Context: an optimization exercise on an open-source flow, tuned for small area, a short achievable clock period and few clock cycles per item. The choices shown serve that exercise and are no tape-out recipe.
Function was checked by simulation only, so behaviour that the tests miss may differ from the original.
Power figures rest on the tool's default switching activity, not on a simulated workload.

`flow/design.v`:
```
package sparse_batch_accum_pkg;
  localparam int DATA_W = 8;
  localparam int RES_W  = 32;
  localparam int IDX_W  = 4;
  localparam int BATCH  = 32;
  function automatic int bw(input int v);
    if (v <= 2) begin
      bw = 1;
    end else begin
      bw = $clog2(v);
    end
  endfunction
  typedef enum logic [1:0] {
    ACCUM = 2'd0,
    FLUSH = 2'd1,
    DRAIN = 2'd2
  } state_t;
endpackage
module sparse_ks_add #(
  parameter int W = 16
) (
  input  logic [W-1:0] a,
  input  logic [W-1:0] b,
  output logic [W-1:0] sum,
  output logic         cout
);
  localparam int L = $clog2(W);
  logic [W-1:0] g [L+1];
  logic [W-1:0] p [L+1];
  assign g[0] = a & b;
  assign p[0] = a ^ b;
  for (genvar l = 0; l < L; l++) begin : g_lvl
    for (genvar i = 0; i < W; i++) begin : g_bit
      if (i >= (1 << l)) begin : g_op
        assign g[l+1][i] = g[l][i] | (p[l][i] & g[l][i-(1<<l)]);
        assign p[l+1][i] = p[l][i] & p[l][i-(1<<l)];
      end else begin : g_pass
        assign g[l+1][i] = g[l][i];
        assign p[l+1][i] = p[l][i];
      end
    end
  end
  assign sum  = p[0] ^ {g[L][W-2:0], 1'b0};
  assign cout = g[L][W-1];
endmodule
module sparse_mac_stage #(
  parameter int DATA_W = sparse_batch_accum_pkg::DATA_W,
  parameter int RES_W  = sparse_batch_accum_pkg::RES_W
) (
  input  logic [RES_W-1:0]          acc_rd,
  input  logic                      fwd,
  input  logic                      fwd_flags,
  input  logic [RES_W-2*DATA_W-1:0] prev_top,
  input  logic                      prev_top_max,
  input  logic                      prev_top_min,
  input  logic [2*DATA_W-1:0]       prev_lo,
  input  logic                      prev_sat_p,
  input  logic                      prev_sat_n,
  input  logic [2*DATA_W-1:0]       prod,
  output logic [RES_W-2*DATA_W-1:0] res_hi,
  output logic                      res_h_max,
  output logic                      res_h_maxm1,
  output logic                      res_h_min,
  output logic                      res_h_minp1,
  output logic [2*DATA_W-1:0]       res_lo,
  output logic                      res_k,
  output logic                      res_sat_p,
  output logic                      res_sat_n,
  output logic                      ovf
);
  localparam int PW = 2*DATA_W;
  localparam int HW = RES_W - PW;
  localparam logic [HW-1:0] HI_MAX = {1'b0, {(HW-1){1'b1}}};
  localparam logic [HW-1:0] HI_MIN = {1'b1, {(HW-1){1'b0}}};
  logic [PW:0]   u_a, u_b, u_c;
  logic [HW-1:0] hi_a, hi_c;
  logic          ps, sel_a, sel_b, sel_c, fsel_a, fsel_b, fsel_c;
  logic          a_max, a_maxm1, a_min, a_minp1, b_max, b_maxm1, b_min, b_minp1;
  logic          ovf_pa, ovf_na, ovf_pb, ovf_nb, ovf_pc, ovf_nc;
  assign ps = prod[PW-1];
  sparse_ks_add #(.W(PW)) u_add_a (.a(acc_rd[PW-1:0]), .b(prod), .sum(u_a[PW-1:0]), .cout(u_a[PW]));
  assign hi_a    = acc_rd[RES_W-1:PW];
  assign a_max   = (hi_a == HI_MAX);
  assign a_maxm1 = (hi_a == HI_MAX - 1'b1);
  assign a_min   = (hi_a == HI_MIN);
  assign a_minp1 = (hi_a == HI_MIN + 1'b1);
  assign ovf_pa  = a_max & u_a[PW] & ~ps;
  assign ovf_na  = a_min & ~u_a[PW] & ps;
  sparse_ks_add #(.W(PW)) u_add_b (.a(prev_lo), .b(prod), .sum(u_b[PW-1:0]), .cout(u_b[PW]));
  assign b_max   = (prev_top == HI_MAX);
  assign b_maxm1 = (prev_top == HI_MAX - 1'b1);
  assign b_min   = (prev_top == HI_MIN);
  assign b_minp1 = (prev_top == HI_MIN + 1'b1);
  assign ovf_pb  = prev_top_max & u_b[PW] & ~ps;
  assign ovf_nb  = prev_top_min & ~u_b[PW] & ps;
  assign u_c    = prev_sat_p ? ({1'b0, {PW{1'b1}}} + {1'b0, prod}) : {1'b0, prod};
  assign hi_c   = prev_sat_p ? HI_MAX : HI_MIN;
  assign ovf_pc = prev_sat_p & u_c[PW] & ~ps;
  assign ovf_nc = prev_sat_n & ~u_c[PW] & ps;
  assign sel_a = ~fwd;
  assign sel_b = fwd & ~(prev_sat_p | prev_sat_n);
  assign sel_c = fwd & (prev_sat_p | prev_sat_n);
  assign fsel_a = ~fwd_flags;
  assign fsel_b = fwd_flags & ~(prev_sat_p | prev_sat_n);
  assign fsel_c = fwd_flags & (prev_sat_p | prev_sat_n);
  always_comb begin
    res_hi      = ({HW{sel_a}} & hi_a) | ({HW{sel_b}} & prev_top) | ({HW{sel_c}} & hi_c);
    res_h_max   = (fsel_a & a_max) | (fsel_b & b_max) | (fsel_c & prev_sat_p);
    res_h_maxm1 = (fsel_a & a_maxm1) | (fsel_b & b_maxm1);
    res_h_min   = (fsel_a & a_min) | (fsel_b & b_min) | (fsel_c & prev_sat_n);
    res_h_minp1 = (fsel_a & a_minp1) | (fsel_b & b_minp1);
    res_lo      = ({PW{sel_a}} & u_a[PW-1:0]) | ({PW{sel_b}} & u_b[PW-1:0]) | ({PW{sel_c}} & u_c[PW-1:0]);
    res_k       = (sel_a & u_a[PW]) | (sel_b & u_b[PW]) | (sel_c & u_c[PW]);
    res_sat_p   = (fsel_a & ovf_pa) | (fsel_b & ovf_pb) | (fsel_c & ovf_pc);
    res_sat_n   = (fsel_a & ovf_na) | (fsel_b & ovf_nb) | (fsel_c & ovf_nc);
    ovf         = res_sat_p | res_sat_n;
  end
endmodule
module sparse_mul_csa (
  input  logic [7:0]  a,
  input  logic [7:0]  b,
  output logic [15:0] row0,
  output logic [15:0] row1
);
  logic s1;
  logic c2;
  logic s3;
  logic c4;
  logic s5;
  logic c6;
  logic s7;
  logic c8;
  logic s9;
  logic c10;
  logic s11;
  logic c12;
  logic s13;
  logic c14;
  logic s15;
  logic c16;
  logic s17;
  logic c18;
  logic s19;
  logic c20;
  logic s21;
  logic c22;
  logic s23;
  logic c24;
  logic s25;
  logic c26;
  logic s27;
  logic c28;
  logic s29;
  logic c30;
  logic s31;
  logic c32;
  logic s33;
  logic c34;
  logic s35;
  logic c36;
  logic s37;
  logic c38;
  logic s39;
  logic c40;
  logic s41;
  logic c42;
  logic s43;
  logic c44;
  logic s45;
  logic c46;
  logic s47;
  logic c48;
  logic s49;
  logic c50;
  logic s51;
  logic c52;
  logic s53;
  logic c54;
  logic s55;
  logic c56;
  logic s57;
  logic c58;
  logic s59;
  logic c60;
  logic s61;
  logic c62;
  logic s63;
  logic c64;
  logic s65;
  logic c66;
  logic s67;
  logic c68;
  logic s69;
  logic c70;
  logic s71;
  logic c72;
  logic s73;
  logic c74;
  logic s75;
  logic c76;
  logic s77;
  logic c78;
  logic s79;
  logic c80;
  logic s81;
  logic c82;
  logic s83;
  logic c84;
  assign s1 = (a[0] & b[6]) ^ (a[1] & b[5]);
  assign c2 = (a[0] & b[6]) & (a[1] & b[5]);
  assign s3 = (~(a[0] & b[7])) ^ (a[1] & b[6]) ^ (a[2] & b[5]);
  assign c4 = ((~(a[0] & b[7])) & (a[1] & b[6])) | ((~(a[0] & b[7])) & (a[2] & b[5])) | ((a[1] & b[6]) & (a[2] & b[5]));
  assign s5 = (a[3] & b[4]) ^ (a[4] & b[3]);
  assign c6 = (a[3] & b[4]) & (a[4] & b[3]);
  assign s7 = (~(a[1] & b[7])) ^ (a[2] & b[6]) ^ (a[3] & b[5]);
  assign c8 = ((~(a[1] & b[7])) & (a[2] & b[6])) | ((~(a[1] & b[7])) & (a[3] & b[5])) | ((a[2] & b[6]) & (a[3] & b[5]));
  assign s9 = (a[4] & b[4]) ^ (a[5] & b[3]) ^ (a[6] & b[2]);
  assign c10 = ((a[4] & b[4]) & (a[5] & b[3])) | ((a[4] & b[4]) & (a[6] & b[2])) | ((a[5] & b[3]) & (a[6] & b[2]));
  assign s11 = (~(a[2] & b[7])) ^ (a[3] & b[6]) ^ (a[4] & b[5]);
  assign c12 = ((~(a[2] & b[7])) & (a[3] & b[6])) | ((~(a[2] & b[7])) & (a[4] & b[5])) | ((a[3] & b[6]) & (a[4] & b[5]));
  assign s13 = (a[0] & b[4]) ^ (a[1] & b[3]);
  assign c14 = (a[0] & b[4]) & (a[1] & b[3]);
  assign s15 = (a[0] & b[5]) ^ (a[1] & b[4]) ^ (a[2] & b[3]);
  assign c16 = ((a[0] & b[5]) & (a[1] & b[4])) | ((a[0] & b[5]) & (a[2] & b[3])) | ((a[1] & b[4]) & (a[2] & b[3]));
  assign s17 = (a[3] & b[2]) ^ (a[4] & b[1]);
  assign c18 = (a[3] & b[2]) & (a[4] & b[1]);
  assign s19 = (a[2] & b[4]) ^ (a[3] & b[3]) ^ (a[4] & b[2]);
  assign c20 = ((a[2] & b[4]) & (a[3] & b[3])) | ((a[2] & b[4]) & (a[4] & b[2])) | ((a[3] & b[3]) & (a[4] & b[2]));
  assign s21 = (a[5] & b[1]) ^ (a[6] & b[0]) ^ s1;
  assign c22 = ((a[5] & b[1]) & (a[6] & b[0])) | ((a[5] & b[1]) & s1) | ((a[6] & b[0]) & s1);
  assign s23 = (a[5] & b[2]) ^ (a[6] & b[1]) ^ (~(a[7] & b[0]));
  assign c24 = ((a[5] & b[2]) & (a[6] & b[1])) | ((a[5] & b[2]) & (~(a[7] & b[0]))) | ((a[6] & b[1]) & (~(a[7] & b[0])));
  assign s25 = s3 ^ s5 ^ c2;
  assign c26 = (s3 & s5) | (s3 & c2) | (s5 & c2);
  assign s27 = (~(a[7] & b[1])) ^ 1'b1 ^ s7;
  assign c28 = ((~(a[7] & b[1])) & 1'b1) | ((~(a[7] & b[1])) & s7) | (1'b1 & s7);
  assign s29 = s9 ^ c4 ^ c6;
  assign c30 = (s9 & c4) | (s9 & c6) | (c4 & c6);
  assign s31 = (a[5] & b[4]) ^ (a[6] & b[3]) ^ (~(a[7] & b[2]));
  assign c32 = ((a[5] & b[4]) & (a[6] & b[3])) | ((a[5] & b[4]) & (~(a[7] & b[2]))) | ((a[6] & b[3]) & (~(a[7] & b[2])));
  assign s33 = s11 ^ c8 ^ c10;
  assign c34 = (s11 & c8) | (s11 & c10) | (c8 & c10);
  assign s35 = (~(a[3] & b[7])) ^ (a[4] & b[6]) ^ (a[5] & b[5]);
  assign c36 = ((~(a[3] & b[7])) & (a[4] & b[6])) | ((~(a[3] & b[7])) & (a[5] & b[5])) | ((a[4] & b[6]) & (a[5] & b[5]));
  assign s37 = (a[6] & b[4]) ^ (~(a[7] & b[3])) ^ c12;
  assign c38 = ((a[6] & b[4]) & (~(a[7] & b[3]))) | ((a[6] & b[4]) & c12) | ((~(a[7] & b[3])) & c12);
  assign s39 = (~(a[4] & b[7])) ^ (a[5] & b[6]) ^ (a[6] & b[5]);
  assign c40 = ((~(a[4] & b[7])) & (a[5] & b[6])) | ((~(a[4] & b[7])) & (a[6] & b[5])) | ((a[5] & b[6]) & (a[6] & b[5]));
  assign s41 = (a[0] & b[3]) ^ (a[1] & b[2]);
  assign c42 = (a[0] & b[3]) & (a[1] & b[2]);
  assign s43 = (a[2] & b[2]) ^ (a[3] & b[1]) ^ (a[4] & b[0]);
  assign c44 = ((a[2] & b[2]) & (a[3] & b[1])) | ((a[2] & b[2]) & (a[4] & b[0])) | ((a[3] & b[1]) & (a[4] & b[0]));
  assign s45 = (a[5] & b[0]) ^ s15 ^ s17;
  assign c46 = ((a[5] & b[0]) & s15) | ((a[5] & b[0]) & s17) | (s15 & s17);
  assign s47 = s19 ^ s21 ^ c16;
  assign c48 = (s19 & s21) | (s19 & c16) | (s21 & c16);
  assign s49 = s23 ^ s25 ^ c20;
  assign c50 = (s23 & s25) | (s23 & c20) | (s25 & c20);
  assign s51 = s27 ^ s29 ^ c24;
  assign c52 = (s27 & s29) | (s27 & c24) | (s29 & c24);
  assign s53 = s31 ^ s33 ^ c28;
  assign c54 = (s31 & s33) | (s31 & c28) | (s33 & c28);
  assign s55 = s35 ^ s37 ^ c32;
  assign c56 = (s35 & s37) | (s35 & c32) | (s37 & c32);
  assign s57 = (~(a[7] & b[4])) ^ s39 ^ c36;
  assign c58 = ((~(a[7] & b[4])) & s39) | ((~(a[7] & b[4])) & c36) | (s39 & c36);
  assign s59 = (~(a[5] & b[7])) ^ (a[6] & b[6]) ^ (~(a[7] & b[5]));
  assign c60 = ((~(a[5] & b[7])) & (a[6] & b[6])) | ((~(a[5] & b[7])) & (~(a[7] & b[5]))) | ((a[6] & b[6]) & (~(a[7] & b[5])));
  assign s61 = (a[0] & b[2]) ^ (a[1] & b[1]);
  assign c62 = (a[0] & b[2]) & (a[1] & b[1]);
  assign s63 = (a[2] & b[1]) ^ (a[3] & b[0]) ^ s41;
  assign c64 = ((a[2] & b[1]) & (a[3] & b[0])) | ((a[2] & b[1]) & s41) | ((a[3] & b[0]) & s41);
  assign s65 = s13 ^ s43 ^ c42;
  assign c66 = (s13 & s43) | (s13 & c42) | (s43 & c42);
  assign s67 = c14 ^ s45 ^ c44;
  assign c68 = (c14 & s45) | (c14 & c44) | (s45 & c44);
  assign s69 = c18 ^ s47 ^ c46;
  assign c70 = (c18 & s47) | (c18 & c46) | (s47 & c46);
  assign s71 = c22 ^ s49 ^ c48;
  assign c72 = (c22 & s49) | (c22 & c48) | (s49 & c48);
  assign s73 = c26 ^ s51 ^ c50;
  assign c74 = (c26 & s51) | (c26 & c50) | (s51 & c50);
  assign s75 = c30 ^ s53 ^ c52;
  assign c76 = (c30 & s53) | (c30 & c52) | (s53 & c52);
  assign s77 = c34 ^ s55 ^ c54;
  assign c78 = (c34 & s55) | (c34 & c54) | (s55 & c54);
  assign s79 = c38 ^ s57 ^ c56;
  assign c80 = (c38 & s57) | (c38 & c56) | (s57 & c56);
  assign s81 = c40 ^ s59 ^ c58;
  assign c82 = (c40 & s59) | (c40 & c58) | (s59 & c58);
  assign s83 = (~(a[6] & b[7])) ^ (~(a[7] & b[6])) ^ c60;
  assign c84 = ((~(a[6] & b[7])) & (~(a[7] & b[6]))) | ((~(a[6] & b[7])) & c60) | ((~(a[7] & b[6])) & c60);
  assign row0[0] = (a[0] & b[0]);
  assign row1[0] = 1'b0;
  assign row0[1] = (a[0] & b[1]);
  assign row1[1] = (a[1] & b[0]);
  assign row0[2] = (a[2] & b[0]);
  assign row1[2] = s61;
  assign row0[3] = s63;
  assign row1[3] = c62;
  assign row0[4] = s65;
  assign row1[4] = c64;
  assign row0[5] = s67;
  assign row1[5] = c66;
  assign row0[6] = s69;
  assign row1[6] = c68;
  assign row0[7] = s71;
  assign row1[7] = c70;
  assign row0[8] = s73;
  assign row1[8] = c72;
  assign row0[9] = s75;
  assign row1[9] = c74;
  assign row0[10] = s77;
  assign row1[10] = c76;
  assign row0[11] = s79;
  assign row1[11] = c78;
  assign row0[12] = s81;
  assign row1[12] = c80;
  assign row0[13] = s83;
  assign row1[13] = c82;
  assign row0[14] = (a[7] & b[7]);
  assign row1[14] = c84;
  assign row0[15] = 1'b1;
  assign row1[15] = 1'b0;
endmodule
module sparse_batch_accum #(
  parameter int DATA_W = sparse_batch_accum_pkg::DATA_W,
  parameter int RES_W  = sparse_batch_accum_pkg::RES_W,
  parameter int IDX_W  = sparse_batch_accum_pkg::IDX_W,
  parameter int BATCH  = sparse_batch_accum_pkg::BATCH
) (
  input  logic              clk,
  input  logic              rst,
  input  logic              in_valid,
  output logic              in_ready,
  input  logic [DATA_W-1:0] in_data,
  input  logic [DATA_W-1:0] in_weight,
  input  logic [IDX_W-1:0]  in_idx,
  input  logic              in_last,
  output logic              out_valid,
  input  logic              out_ready,
  output logic [RES_W-1:0]  out_data,
  output logic [IDX_W-1:0]  out_idx,
  output logic              out_last,
  output logic [sparse_batch_accum_pkg::bw(BATCH+1)-1:0] sample_cnt
  , output logic            sat_flag
);
  localparam int NACC  = 2**IDX_W;
  localparam int CNT_W = sparse_batch_accum_pkg::bw(BATCH+1);
  localparam int PW    = 2*DATA_W;
  localparam int HW    = RES_W - PW;
  typedef enum logic [2:0] {
    ACCUM = 3'd0,
    WAIT1 = 3'd1,
    WAIT2 = 3'd2,
    LOAD1 = 3'd3,
    LOAD2 = 3'd4,
    DRAIN = 3'd5
  } st_t;
  st_t                state, state_nxt;
  logic               accept, handshake, done;
  logic               last_sample;
  logic               i_valid;
  logic [IDX_W-1:0]   i_idx;
  logic [DATA_W-1:0]  i_data, i_weight;
  logic               m_valid;
  logic [IDX_W-1:0]   m_idx, m_idx_nxt;
  logic [PW-1:0]      m_x0, m_x1, fin_x0, fin_x1;
  logic [PW-1:0]      prod;
  logic               prod_cout;
  logic               s1_valid;
  logic [IDX_W-1:0]   s1_idx;
  logic [PW-1:0]      s1_prod;
  logic [RES_W-1:0]   s1_acc;
  logic               s1_fwd;
  logic               s1_load;
  logic               draining, mac_fwd;
  logic               s2_valid;
  logic [IDX_W-1:0]   s2_idx;
  logic [HW-1:0]      s2_hi, s2_top;
  logic [PW-1:0]      s2_lo;
  logic               s2_k, s2_s;
  logic               s2_h_max, s2_h_maxm1, s2_h_min, s2_h_minp1;
  logic               s2_top_max, s2_top_min;
  logic [RES_W-1:0]   s2_res;
  logic               s2_sat_p, s2_sat_n;
  logic [RES_W-1:0]   acc [NACC];
  logic [RES_W-1:0]   rd_val;
  logic               clear;
  logic [RES_W-1:0]   wr_data;
  logic [HW-1:0]      add_hi;
  logic [PW-1:0]      add_lo;
  logic               add_h_max, add_h_maxm1, add_h_min, add_h_minp1;
  logic               add_k, add_sat_p, add_sat_n, add_ovf;
  assign accept    = in_valid & in_ready;
  assign handshake = out_valid & out_ready;
  assign done      = handshake & out_last;
  assign last_sample = (sample_cnt == CNT_W'(BATCH - 1));
  always_comb begin
    state_nxt = state;
    m_idx_nxt = i_idx;
    case (state)
      ACCUM: begin
        if (accept && in_last && last_sample) state_nxt = WAIT1;
      end
      WAIT1: begin
        state_nxt = WAIT2;
      end
      WAIT2: begin
        state_nxt = LOAD1;
        m_idx_nxt = '0;
      end
      LOAD1: begin
        if (s1_valid && (s1_idx == '0)) begin
          m_idx_nxt = '0;
        end else begin
          state_nxt = LOAD2;
          m_idx_nxt = IDX_W'(1);
        end
      end
      LOAD2: begin
        state_nxt = DRAIN;
        m_idx_nxt = IDX_W'(2);
      end
      DRAIN: begin
        m_idx_nxt = handshake ? m_idx + 1'b1 : m_idx;
        if (done) state_nxt = ACCUM;
      end
      default: begin
        state_nxt = ACCUM;
      end
    endcase
  end
  always_ff @(posedge clk or posedge rst) begin
    if (rst) begin
      state      <= ACCUM;
      in_ready   <= 1'b0;
      out_valid  <= 1'b0;
      sample_cnt <= '0;
      i_valid    <= 1'b0;
      m_valid    <= 1'b0;
      s1_valid   <= 1'b0;
      s2_valid   <= 1'b0;
    end else begin
      state     <= state_nxt;
      in_ready  <= (state_nxt == ACCUM);
      out_valid <= (state_nxt == DRAIN);
      if (done) begin
        sample_cnt <= '0;
      end else if (accept && in_last) begin
        sample_cnt <= sample_cnt + 1'b1;
      end
      i_valid  <= accept;
      m_valid  <= i_valid;
      s1_valid <= m_valid;
      s2_valid <= s1_valid;
    end
  end
  always_ff @(posedge clk) begin
    if (state != DRAIN) begin
      out_idx  <= '0;
      out_last <= 1'b0;
    end else if (handshake) begin
      out_idx  <= out_idx + 1'b1;
      out_last <= (out_idx == IDX_W'(NACC - 2));
    end
  end
  always_ff @(posedge clk or posedge rst) begin
    if (rst) begin
      sat_flag <= 1'b0;
    end else if (done) begin
      sat_flag <= 1'b0;
    end else if (s1_valid && add_ovf) begin
      sat_flag <= 1'b1;
    end
  end
  always_ff @(posedge clk) begin
    i_idx    <= in_idx;
    i_data   <= in_data;
    i_weight <= in_weight;
  end
  sparse_mul_csa u_mul (.a(i_data), .b(i_weight), .row0(fin_x0), .row1(fin_x1));
  always_ff @(posedge clk) begin
    m_idx <= m_idx_nxt;
    m_x0  <= fin_x0;
    m_x1  <= fin_x1;
  end
  sparse_ks_add #(.W(PW)) u_cpa (.a(m_x0), .b(m_x1), .sum(prod), .cout(prod_cout));
  always_comb begin
    if (s2_valid && (s2_idx == m_idx)) begin
      rd_val = s2_res;
    end else begin
      rd_val = acc[m_idx];
    end
  end
  assign s1_load = (state != DRAIN) | out_ready;
  always_ff @(posedge clk) begin
    s1_idx  <= m_idx;
    s1_prod <= m_valid ? prod : '0;
    s1_fwd  <= s1_valid & (s1_idx == m_idx);
    if (s1_load) begin
      s1_acc <= rd_val;
    end
  end
  assign draining = (state == DRAIN);
  assign mac_fwd  = draining ? ~out_ready : s1_fwd;
  assign out_data = {s2_hi, s2_lo};
  assign s2_top_max = (s2_h_max & (s2_k == s2_s)) | (s2_h_maxm1 & s2_k & ~s2_s);
  assign s2_top_min = (s2_h_min & (s2_k == s2_s)) | (s2_h_minp1 & s2_s & ~s2_k);
  sparse_mac_stage #(.DATA_W(DATA_W), .RES_W(RES_W)) u_mac (
    .acc_rd(s1_acc), .fwd(mac_fwd), .fwd_flags(s1_fwd), .prev_top(s2_top), .prev_top_max(s2_top_max),
    .prev_top_min(s2_top_min), .prev_lo(s2_lo), .prev_sat_p(s2_sat_p), .prev_sat_n(s2_sat_n),
    .prod(s1_prod), .res_hi(add_hi), .res_h_max(add_h_max), .res_h_maxm1(add_h_maxm1),
    .res_h_min(add_h_min), .res_h_minp1(add_h_minp1), .res_lo(add_lo), .res_k(add_k),
    .res_sat_p(add_sat_p), .res_sat_n(add_sat_n), .ovf(add_ovf)
  );
  always_ff @(posedge clk) begin
    s2_idx     <= s1_idx;
    s2_hi      <= add_hi;
    s2_h_max   <= add_h_max;
    s2_h_maxm1 <= add_h_maxm1;
    s2_h_min   <= add_h_min;
    s2_h_minp1 <= add_h_minp1;
    s2_lo      <= add_lo;
    s2_k       <= add_k;
    s2_s       <= s1_prod[PW-1];
    s2_sat_p   <= add_sat_p;
    s2_sat_n   <= add_sat_n;
  end
  always_comb begin
    if (s2_k && !s2_s) begin
      s2_top = s2_hi + 1'b1;
    end else if (s2_s && !s2_k) begin
      s2_top = s2_hi - 1'b1;
    end else begin
      s2_top = s2_hi;
    end
  end
  always_comb begin
    if (s2_sat_p) begin
      s2_res = {1'b0, {(RES_W-1){1'b1}}};
    end else if (s2_sat_n) begin
      s2_res = {1'b1, {(RES_W-1){1'b0}}};
    end else begin
      s2_res = {s2_top, s2_lo};
    end
  end
  assign clear   = rst | done;
  assign wr_data = clear ? '0 : s2_res;
  always_ff @(posedge clk) begin
    for (int i = 0; i < NACC; i++) begin
      if (clear || (s2_valid && (s2_idx == IDX_W'(i)))) begin
        acc[i] <= wr_data;
      end
    end
  end
endmodule
```
`flow/flow/run.sh`:
```
#!/bin/bash
set -euo pipefail
bash standard.sh SETUP_SLACK_MARGIN=5.3 finish > flow_standard.log 2>&1
```
`flow/standard.sh`:
```
#!/bin/bash
# synth_recipe.tcl (not shown) runs the flow's synth.tcl, then flattens the netlist and writes it again
# the make line also repeats each setting of config.mk as NAME=value (left out here)
make -C /OpenROAD-flow-scripts/flow DESIGN_CONFIG=/design/flow/config.mk WORK_HOME=/design/flow/orfs CLKGATE_MAP_FILE= SYNTH_SCRIPT=/design/flow/synth_recipe.tcl "${@:-finish}"
```
`flow/config.mk`:
```
export PLATFORM = sky130hd
export DESIGN_NAME = sparse_batch_accum
export DESIGN_NICKNAME = sparse_batch_accum
export VERILOG_FILES = /design/flow/design.v
export SDC_FILE = /design/flow/constraint.sdc
export NUM_CORES = 4
export LEC_CHECK = 0
export CAP_MARGIN = 20
export CORE_MARGIN = 2
export CORE_UTILIZATION = 55
export CTS_CLUSTER_DIAMETER = 80
export CTS_CLUSTER_SIZE = 25
export SETUP_SLACK_MARGIN = 5
export SLEW_MARGIN = 20
```
`flow/constraint.sdc`:
```
create_clock -name core_clock -period 8.0 [get_ports {clk}]
set_input_delay 1.6000 -clock core_clock [delete_from_list [all_inputs] [get_ports {clk}]]
set_output_delay 1.6000 -clock core_clock [all_outputs]
set_load 0.01 [all_outputs]
```
==> tab_implementation.tex, run 1 <==
\begin{tabular}{lr}
\hline
Metric & Value \\
\hline
\multicolumn{2}{l}{\textbf{Setup path}} \\
\quad Arrival @ worst endpoint & approximately 1200 ps \\
\quad First element of the critical path & s2\_hi[1]\$\_DFF\_P\_ \\
\quad Crit Path Max Fanout & 2 \\
\quad Launching point of the worst reg2reg path & s2\_s\$\_DFF\_P\_ \\
\quad Critical Path RT & approximately 6400 ps \\
\quad WS Path Type & register to output port \\
\quad Critical path launch point type & register \\
\quad Endpoint class of the critical path & output port \\
\quad Flop-to-flop setup slack & 5220 ps \\
\multicolumn{2}{l}{\textbf{CTS}} \\
\quad Worst-Skew Late Latency & $\sim$600 ps \\
\quad TritonCTS clock tree & built \\
\quad Maximum root-to-sink buffer count & 3 \\
\quad Root Buffer Master & sky130\_fd\_sc\_hd\_\_clkbuf\_16 \\
\quad Number of buffers inserted by hold repair at cts & 0 \\
\quad Clock slew at reported path FFs & $\sim$100 ps \\
\quad Number of buffers created by CTS & 36 \\
\quad Total number of H-tree levels & 2 \\
\quad Clock net sink count & $\sim$680 \\
\multicolumn{2}{l}{\textbf{Drt}} \\
\quad Post-detailed-route wirelength per cell & about 28 µm \\
\quad Violation count after the first detailed-route iteration & $\sim$2400 \\
\quad Final routed wirelength across all metal layers & roughly 85000 µm \\
\quad Count of antenna-violating nets left after detailed routing & 0 \\
\quad Post-detailed-route via-to-cell ratio & between 6 and 7 \\
\quad Vias & just under 20000 \\
\quad Number of remaining DRC errors & 0 \\
\quad First-pass DRT Iterations & 7 \\
\multicolumn{2}{l}{\textbf{Synth}} \\
\quad Netlist area before placement & 28600 µm² \\
\quad Synthesized instance count & $\sim$2100 \\
\quad Total of flip-flops plus latches after synthesis & between 600 and 700 \\
\quad Most area-hungry cell type in the Yosys netlist & sky130\_fd\_sc\_hd\_\_edfxtp\_1 \\
\quad Cell types occupying the most area after synthesis & sky130\_fd\_sc\_hd\_\_edfxtp\_1, sky130\_fd\_sc\_hd\_\_dfxtp\_1, sky130\_fd\_sc\_hd\_\_a22oi\_1, sky130\_fd\_sc\_hd\_\_ha\_1, sky130\_fd\_sc\_hd\_\_fa\_1 \\
\quad Most instantiated flip-flop cell in the synthesis netlist & sky130\_fd\_sc\_hd\_\_edfxtp\_1 \\
\quad Average footprint of a synthesized cell & 13.6 µm² \\
\quad Number of synthesized flops with an enable pin & around 550 \\
\quad Share of the synthesized area in the top cell type & 57.6\% \\
\quad Portion of the post-synthesis area used by sequential elements & 67.3\% \\
\quad Top-count cell post-synth & sky130\_fd\_sc\_hd\_\_edfxtp\_1 \\
\quad Yosys warns & 6 \\
\quad Count of cell types in the netlist & 74 \\
\quad Post-Syn Nets & 2232 \\
\quad FFs w/ async S/R, synth & under 10\% \\
\quad Post-synth top cells & sky130\_fd\_sc\_hd\_\_edfxtp\_1, sky130\_fd\_sc\_hd\_\_nor2\_1, sky130\_fd\_sc\_hd\_\_a22oi\_1, sky130\_fd\_sc\_hd\_\_dfxtp\_1, sky130\_fd\_sc\_hd\_\_a21oi\_1 \\
\multicolumn{2}{l}{\textbf{Floorplanning}} \\
\quad Initial core utilization & a little under three fifths \\
\quad Core Box Area & about 51000 µm² \\
\quad Area of the die & 53800 µm² \\
\quad Die X-Extent & approximately 230 µm \\
\quad Num ports & just over 70 \\
\quad Height of the chip & roughly 230 µm \\
\quad Floorplan row count & a little over 80 \\
\multicolumn{2}{l}{\textbf{STA}} \\
\quad Final Hold Vio Count & 0 \\
\quad Setup tns final & 0 ps \\
\quad Post-layout worst setup margin & between 5000 and 6000 ps \\
\quad Peak Freq & $\sim$360 MHz \\
\quad Unrepaired setup endpoints after global routing & true \\
\quad Final Critical Period & between 2000 and 3000 ps \\
\quad Final setup violating endpoints & 0 \\
\quad Final clock period utilization by the worst path & a little over a third \\
\quad Clock tree skew after final layout & $\sim$27 ps \\
\quad Final-report max-slew violation count & 0 \\
\quad Actual transition at the worst max-transition pin & approximately 1000 ps \\
\quad Relative slew slack & between 30\% and 40\% \\
\multicolumn{2}{l}{\textbf{Global route}} \\
\quad Global-route wire length before repair & 121000 µm \\
\quad Pin count of the biggest net entering global routing & 65 \\
\quad Most heavily used metal layer in global routing & met2 \\
\quad Number of antenna violations at the first check in global routing & 1 \\
\quad Vias in the first global route & 18600 \\
\quad GRT met2 Usage & roughly 51\% \\
\quad Global route overflow & 0 \\
\quad Met3 routing resource usage after global routing & under 10\% \\
\quad Total routing usage reported by global routing & 30.9\% \\
\quad Met1 usage & between 40\% and 50\% \\
\multicolumn{2}{l}{\textbf{Power}} \\
\quad Switching share of power & 36.3\% \\
\quad Clock Power Share & between 15 and 20\% \\
\quad Switching power summed over all nets & 4.43 mW \\
\quad Leakage power of the design & around 13 nW \\
\quad Sequential group share of total power & about 45\% \\
\quad Power density relative to cell area & approximately 350 nW/µm² \\
\quad Peak supply drop & $\sim$400 µV \\
\quad Internal power contribution & 7.77 mW \\
\quad Part of the power in combinational logic & between 30\% and 40\% \\
\multicolumn{2}{l}{\textbf{Outcome}} \\
\quad Result of the run & timing/DRC/antenna clean \\
\multicolumn{2}{l}{\textbf{Final layout}} \\
\quad Area used by multi-input combinational logic & about 10000 µm² \\
\quad Share of layout cells above drive strength 1 & 23.2\% \\
\quad Area overhead of the layout relative to synthesis & 21.2\% \\
\quad Final Instance Area & roughly 35000 µm² \\
\quad Core utilization of the finished layout & 67.5\% \\
\quad Count of antenna diodes in the layout & 0 \\
\quad Number of fill cells in the layout & 3632 \\
\quad Number of standard cells in the layout, taps in and fillers out & roughly 3000 \\
\quad Final nets & approximately 2400 \\
\quad Register cell area after layout & just under 20000 µm² \\
\multicolumn{2}{l}{\textbf{Flow run}} \\
\quad Maximum Capacitance Violations & 0 \\
\multicolumn{2}{l}{\textbf{Placement}} \\
\quad Area post-placement & 30500 µm² \\
\quad Number of port buffers & 70 \\
\quad Number of cells after detailed placement & 2791 \\
\quad Placement Setup Slack & about 3700 ps \\
\quad Final HPWL from detailed placement & 44900 µm \\
\quad Final weighted congestion in routability-driven placement & about 0.85 \\
\multicolumn{2}{l}{\textbf{Hold path}} \\
\quad Hold Startpoint & i\_valid\$\_DFF\_PP0\_ \\
\quad Min-delay worst type & register to register \\
\hline
\end{tabular}
==> cells in the final DEF, fill, tap and decap left out, drive strengths merged, types with 44 or more instances in the layout <==
cell type	Yosys	layout
a22o	47	47
nand3	54	54
dfxtp	119	119
clkbuf	86	55
edfxtp	548	548
a221oi	44	44
and2	55	55
o21ai	73	73
inv	64	72
a22oi	119	119
nand2	104	104
buf	15	234
nor2	171	174
a21oi	108	108
ha	65	65
==> cell families (layout without fill, tap and decap cells) <==
family / Yosys count / in the layout / share of synthesized area [%]
AOI/OAI and AO/OA: 505 / 505 / 12.3
adders and majority gates: 103 / 103 / 5.51
xor gates and xnor gates: 71 / 71 / 2.18
and+or+nand+nor: 554 / 558 / 9.71
DFF: 683 / 683 / 67.3
muxes: 22 / 22 / 0.770
buffers and inverters: 166 / 392 / 2.18
==> metrics by stage <==
stage | hold slack, ps | total power [mW]
CTS | 358 | 11.9
floorplan | 331 | 7.75
global placement | 335 | 9.18
detailed placement | 336 | 9.25
finish | 357 | 12.2
global route | 374 | 12.7
==> critical path, cell delays in order, from the launching register on <==
cell	delay, ps
sky130_fd_sc_hd__dfxtp_4	370
sky130_fd_sc_hd__buf_6	110
sky130_fd_sc_hd__buf_6	110
==> what timing repair did <==
action	CTS	global route
resized for setup	460	130
setup endpoints to repair	979	507
pin swaps	33	85
buffers inserted	108	37
gates cloned	9	10
==> layout make-up <==
cell class                 instances  area share, %
clock buffer                      49           2.80
clock inverter                    10          0.426
inverter                          65          0.726
multi-input combinational       1259           28.6
sequential                       683           56.1
tap                              680           2.46
timing repair buffer             267           8.94
timing repair inverter             1         0.0144
==> sequential cells by signal (all words and copies together), names as in the netlist, 3 cells and up <==
register and flops:
acc 512, s1_acc 32, s1_prod 16, s2_hi 16, s2_lo 16, m_x0 15
m_x1 14, i_data 8, i_weight 8, sample_cnt 6, i_idx 4, m_idx 4
out_idx 4, s1_idx 4, s2_idx 4, state 3
==> power groups by stage <==
stage | sequential [mW] | combinational (mW) | clock [mW]
after global placement | 5.55 | 3.63 | 0
final | 5.46 | 4.65 | 2.10
after floorplan | 5.38 | 2.37 | 0
after CTS | 5.44 | 4.30 | 2.12
after global routing | 5.54 | 4.97 | 2.23
after detailed placement | 5.57 | 3.68 | 0
==> metal layers <==
metal | wire [µm] | up-vias
met2 | 40700 | 832
met1 | 34900 | 9789
met4 | 2530 | 2
met5 | 11 | -
met3 | 6650 | 131
li1 | - | 8476
==> path summary, 6_finish.rpt <==
kind | endpoint | cells past startpoint
max in group asynchronous | sample_cnt[0]$_DFFE_PP0P_ | 2
min | m_valid$_DFF_PP0_ | 0
min in group asynchronous | s1_valid$_DFF_PP0_ | 2
min reg2reg | m_valid$_DFF_PP0_ | 0
max reg2reg | s2_h_minp1$_DFF_P_ | 12
max | out_data[17] | 2
Testbench counts, summed over its fixed seeds: cycles 5,290, items 4,650.
==> run 2, diff against run 1 <==
==> flow/flow/run.sh (replaced) <==
#!/bin/bash
set -euo pipefail
bash standard.sh SETUP_SLACK_MARGIN=5.4 finish > flow_standard.log 2>&1
==> run 2 against run 1 <==
  * Fmax is 0.22% higher
  * Clock skew is 6.4 ps higher
  * Via count is 0.21% higher
  * Flip-flop and latch count stayed put
  * Die area stayed put
  * Sequential share of layout area is 0.73 points lower
  * Highest routed layer is now met4
  * Largest power group unchanged
  * Still clean on timing, DRC and antenna
  * Global-route usage is 0.53 points higher
  * Clock power is 2% lower
  * Cell area is 1.4% higher
==> tab_implementation.tex, run 2 <==
\begin{tabular}{lr}
\hline
Metric & Value \\
\hline
\multicolumn{2}{l}{\textbf{Setup path}} \\
\quad Critical Path RT & between 8000 and 9000 ps \\
\quad Arrival @ worst endpoint & a little over 3000 ps \\
\quad Highest cell delay on the worst timing path & approximately 530 ps \\
\quad Cell at the slowest stage of the critical path & sky130\_fd\_sc\_hd\_\_edfxtp\_1 \\
\quad Critical path launch point type & register \\
\quad WS Path Type & register to register \\
\quad Worst path cell trace & ha\_4, and3b\_1, buf\_8, a22o\_1, a221oi\_1, nand3\_1, a211oi\_2, a21oi\_2, nor2\_2, a21oi\_2 \\
\quad Crit Path Max Fanout & 32 \\
\quad Critical path's most frequent cell & sky130\_fd\_sc\_hd\_\_a21oi\_2 \\
\quad Endpoint class of the critical path & register \\
\multicolumn{2}{l}{\textbf{Synth}} \\
\quad Top-count cell post-synth & sky130\_fd\_sc\_hd\_\_edfxtp\_1 \\
\quad Total of flip-flops plus latches after synthesis & about 700 \\
\quad Count of cell types in the netlist & 74 \\
\quad Post-synth top cells & sky130\_fd\_sc\_hd\_\_edfxtp\_1, sky130\_fd\_sc\_hd\_\_nor2\_1, sky130\_fd\_sc\_hd\_\_a22oi\_1, sky130\_fd\_sc\_hd\_\_dfxtp\_1, sky130\_fd\_sc\_hd\_\_a21oi\_1 \\
\quad Number of synthesized flops with an enable pin & approximately 550 \\
\quad Synthesized instance count & 2104 \\
\quad Yosys warns & 6 \\
\quad Average footprint of a synthesized cell & 13.6 µm² \\
\quad FFs w/ async S/R, synth & under 10\% \\
\quad Most instantiated flip-flop cell in the synthesis netlist & sky130\_fd\_sc\_hd\_\_edfxtp\_1 \\
\quad Cell types occupying the most area after synthesis & sky130\_fd\_sc\_hd\_\_edfxtp\_1, sky130\_fd\_sc\_hd\_\_dfxtp\_1, sky130\_fd\_sc\_hd\_\_a22oi\_1, sky130\_fd\_sc\_hd\_\_ha\_1, sky130\_fd\_sc\_hd\_\_fa\_1 \\
\quad Netlist area before placement & 28600 µm² \\
\quad Post-Syn Nets & between 2000 and 2500 \\
\quad Portion of the post-synthesis area used by sequential elements & 67.3\% \\
\quad Most area-hungry cell type in the Yosys netlist & sky130\_fd\_sc\_hd\_\_edfxtp\_1 \\
\quad Share of the synthesized area in the top cell type & a little under three fifths \\
\multicolumn{2}{l}{\textbf{Drt}} \\
\quad Vias & about 19000 \\
\quad Violation count after the first detailed-route iteration & around 2200 \\
\quad Count of antenna-violating nets left after detailed routing & 0 \\
\quad First-pass DRT Iterations & 8 \\
\quad Final routed wirelength across all metal layers & about 85000 µm \\
\quad Number of remaining DRC errors & 0 \\
\quad Post-detailed-route wirelength per cell & between 20 and 30 µm \\
\quad Post-detailed-route via-to-cell ratio & roughly 6.4 \\
\multicolumn{2}{l}{\textbf{CTS}} \\
\quad Root Buffer Master & sky130\_fd\_sc\_hd\_\_clkbuf\_16 \\
\quad Number of buffers created by CTS & 36 \\
\quad Clock net sink count & roughly 680 \\
\quad Clock slew at reported path FFs & 100 ps \\
\quad Maximum root-to-sink buffer count & 3 \\
\quad Worst-Skew Late Latency & 600 ps \\
\quad TritonCTS clock tree & built \\
\quad Number of buffers inserted by hold repair at cts & 0 \\
\quad Total number of H-tree levels & 2 \\
\multicolumn{2}{l}{\textbf{STA}} \\
\quad Clock tree skew after final layout & about 33 ps \\
\quad Unrepaired setup endpoints after global routing & true \\
\quad Setup tns final & 0 ps \\
\quad Relative slew slack & a little over a third \\
\quad Final Hold Vio Count & 0 \\
\quad Final-report max-slew violation count & 0 \\
\quad WHS & between 300 and 400 ps \\
\quad Final clock period utilization by the worst path & 34.8\% \\
\quad Final setup violating endpoints & 0 \\
\quad Peak Freq & between 300 and 400 MHz \\
\quad Post-layout worst setup margin & 5220 ps \\
\quad Final Critical Period & between 2000 and 3000 ps \\
\quad Actual transition at the worst max-transition pin & slightly below 1000 ps \\
\multicolumn{2}{l}{\textbf{Floorplanning}} \\
\quad Area of the die & approximately 54000 µm² \\
\quad Core Box Area & around 50000 µm² \\
\quad Die X-Extent & 232 µm \\
\quad Num ports & 71 \\
\quad Floorplan row count & 83 \\
\quad Initial core utilization & between 50\% and 60\% \\
\quad Height of the chip & around 230 µm \\
\multicolumn{2}{l}{\textbf{Final layout}} \\
\quad Reg with most FFs & acc \\
\quad Area used by multi-input combinational logic & just over 10000 µm² \\
\quad Most frequent standard cell in the layout excluding fill and tap cells & sky130\_fd\_sc\_hd\_\_edfxtp\_1 \\
\quad Highest-count cells in the layout ignoring fill and taps & sky130\_fd\_sc\_hd\_\_edfxtp\_1, sky130\_fd\_sc\_hd\_\_buf\_4, sky130\_fd\_sc\_hd\_\_nor2\_1 \\
\quad Area overhead of the layout relative to synthesis & 22.9\% \\
\quad Flip-flop count of the largest register, all copies and words added & roughly 510 \\
\quad Share of layout cells above drive strength 1 & between 20\% and 30\% \\
\quad Count of antenna diodes in the layout & 0 \\
\quad Final nets & $\sim$2500 \\
\quad Final Instance Area & around 35000 µm² \\
\quad Register cell area after layout & $\sim$19000 µm² \\
\quad Largest registers ranked by flip-flop count & acc (512), s1\_acc (32) \\
\quad Number of fill cells in the layout & 3583 \\
\multicolumn{2}{l}{\textbf{Outcome}} \\
\quad Result of the run & timing/DRC/antenna clean \\
\multicolumn{2}{l}{\textbf{Power}} \\
\quad Power density relative to cell area & around 350 nW/µm² \\
\quad Overall power of the completed layout & 12.4 mW \\
\quad Leakage power of the design & 12.8 nW \\
\quad Peak supply drop & approximately 330 µV \\
\multicolumn{2}{l}{\textbf{Flow run}} \\
\quad Maximum Capacitance Violations & 0 \\
\multicolumn{2}{l}{\textbf{Placement}} \\
\quad Number of port buffers & 70 \\
\quad Area post-placement & between 30000 and 40000 µm² \\
\quad Final weighted congestion in routability-driven placement & roughly 0.88 \\
\quad Final HPWL from detailed placement & 44400 µm \\
\quad Placement Setup Slack & 3790 ps \\
\multicolumn{2}{l}{\textbf{Global route}} \\
\quad Pin count of the biggest net entering global routing & between 60 and 70 \\
\quad Total routing usage reported by global routing & 31.4\% \\
\quad Global route overflow & 0 \\
\quad Vias in the first global route & 18900 \\
\quad Global-route wire length before repair & around 120000 µm \\
\quad Number of antenna violations at the first check in global routing & 2 \\
\multicolumn{2}{l}{\textbf{Hold path}} \\
\quad Min-delay worst type & register to register \\
\hline
\end{tabular}
run 2: cell counts after synthesis:
Identical to the previous run, type by type.
run 2: area by class of cell:
class                   instances  area share [%]
flip-flops and latches        683            55.3
multi-input cells            1257            28.9
repair buffers                281            9.52
clock buffers                  50            2.77
well taps                     680            2.42
inverters                      65           0.709
clock inverters                10           0.363
repair inverters                1          0.0214
run 2: kinds of logic after synthesis:
kind of cell / count (synthesis) / share of synthesized area (%)
buffers and inverters: 166 / 2.18
XOR/XNOR: 71 / 2.18
AND/OR/NAND/NOR: 554 / 9.71
flip-flops: 683 / 67.3
multiplexers: 22 / 0.770
adder cells (fa/ha/maj): 103 / 5.51
AO/OA/AOI/OAI: 505 / 12.3
run 2: metal layers:
layer  vias to the layer above  GRT usage (%)  wire (µm)
met5                         -              0          0
met4                         0           13.1       3280
met3                       147           5.77       7600
met2                       960           50.1      40400
met1                      9682           42.8      34200
li1                       8482              -          -
run 2: worst max-delay path: cells and delay by family (launching register included):
kind	cells	cell delay (ps)
AOI/OAI and AO/OA	5	990
and+or+nand+nor	3	480
buffers and inverters	1	210
DFF	1	530
adders and majority gates	1	230
run 2: power breakdown:
| group | internal (mW) | switching, mW | total [mW] |
|---|---|---|---|
| combinational | 1.94 | 2.88 | 4.82 |
| sequential | 5.02 | 0.464 | 5.49 |
| clock | 0.895 | 1.16 | 2.06 |
run 2: stage by stage:
stage	utilization, %	instances
after detailed placement	59.5	2793
final	68.5	3027
after floorplan	-	2104
after CTS	66.5	2976
after global placement	59.5	2793
after global routing	68.5	3027
run 2: path summary, 6_finish.rpt:
path                                        end  depth (start not counted)  slack (ps)               start
max                        s1_acc[18]$_DFFE_PP_                         10        5220  m_idx[0]$_DFFE_PP_
min in group asynchronous    in_ready$_DFF_PP0_                          2        1310                 rst
min reg2reg                   m_valid$_DFF_PP0_                          0         360   i_valid$_DFF_PP0_
max reg2reg                s1_acc[18]$_DFFE_PP_                         10        5220  m_idx[0]$_DFFE_PP_
min                           m_valid$_DFF_PP0_                          0         360   i_valid$_DFF_PP0_
max in group asynchronous     m_valid$_DFF_PP0_                          2        6290                 rst
run 2: what timing repair did:
action / 4_1_cts / 5_1_grt
gates resized for setup: 546 / 117
setup endpoints to repair: 1134 / 357
buffers inserted: 111 / 45
gates cloned: 12 / 6
pin swaps: 76 / 91

afterwards: timing with drivers on the ports:
The flow's constraints put no driver on any port. The routed layouts listed below were extracted and timed again, unchanged, in two steps.
Step 1 assumes that a clkbuf_16 drives the clock port and a buf_2 every other input.
Step 2 also shifts input and output timing later by t, the mid clock arrival at the registers, as if the neighbouring blocks saw the same clock.
Three values: ideal ports, drivers, drivers and shift; two values: the first two.
run | shift t [ns] | slack for setup (ns) | worst setup path at the end | worst slew at a driven data input, ns | cell pins on the clock port's net
run 1 | 0.649 | 5.210 / 5.145 / 4.743 | input to register | 0.05 | 1
run 2 | 0.647 | 5.216 / 5.175 / 4.783 | input to register | 0.04 | 1
After both steps setup and hold are still met in every run listed. The setup slack of run 1, which loses most, moves by -0.065 ns with the drivers and by -0.467 ns with both steps.
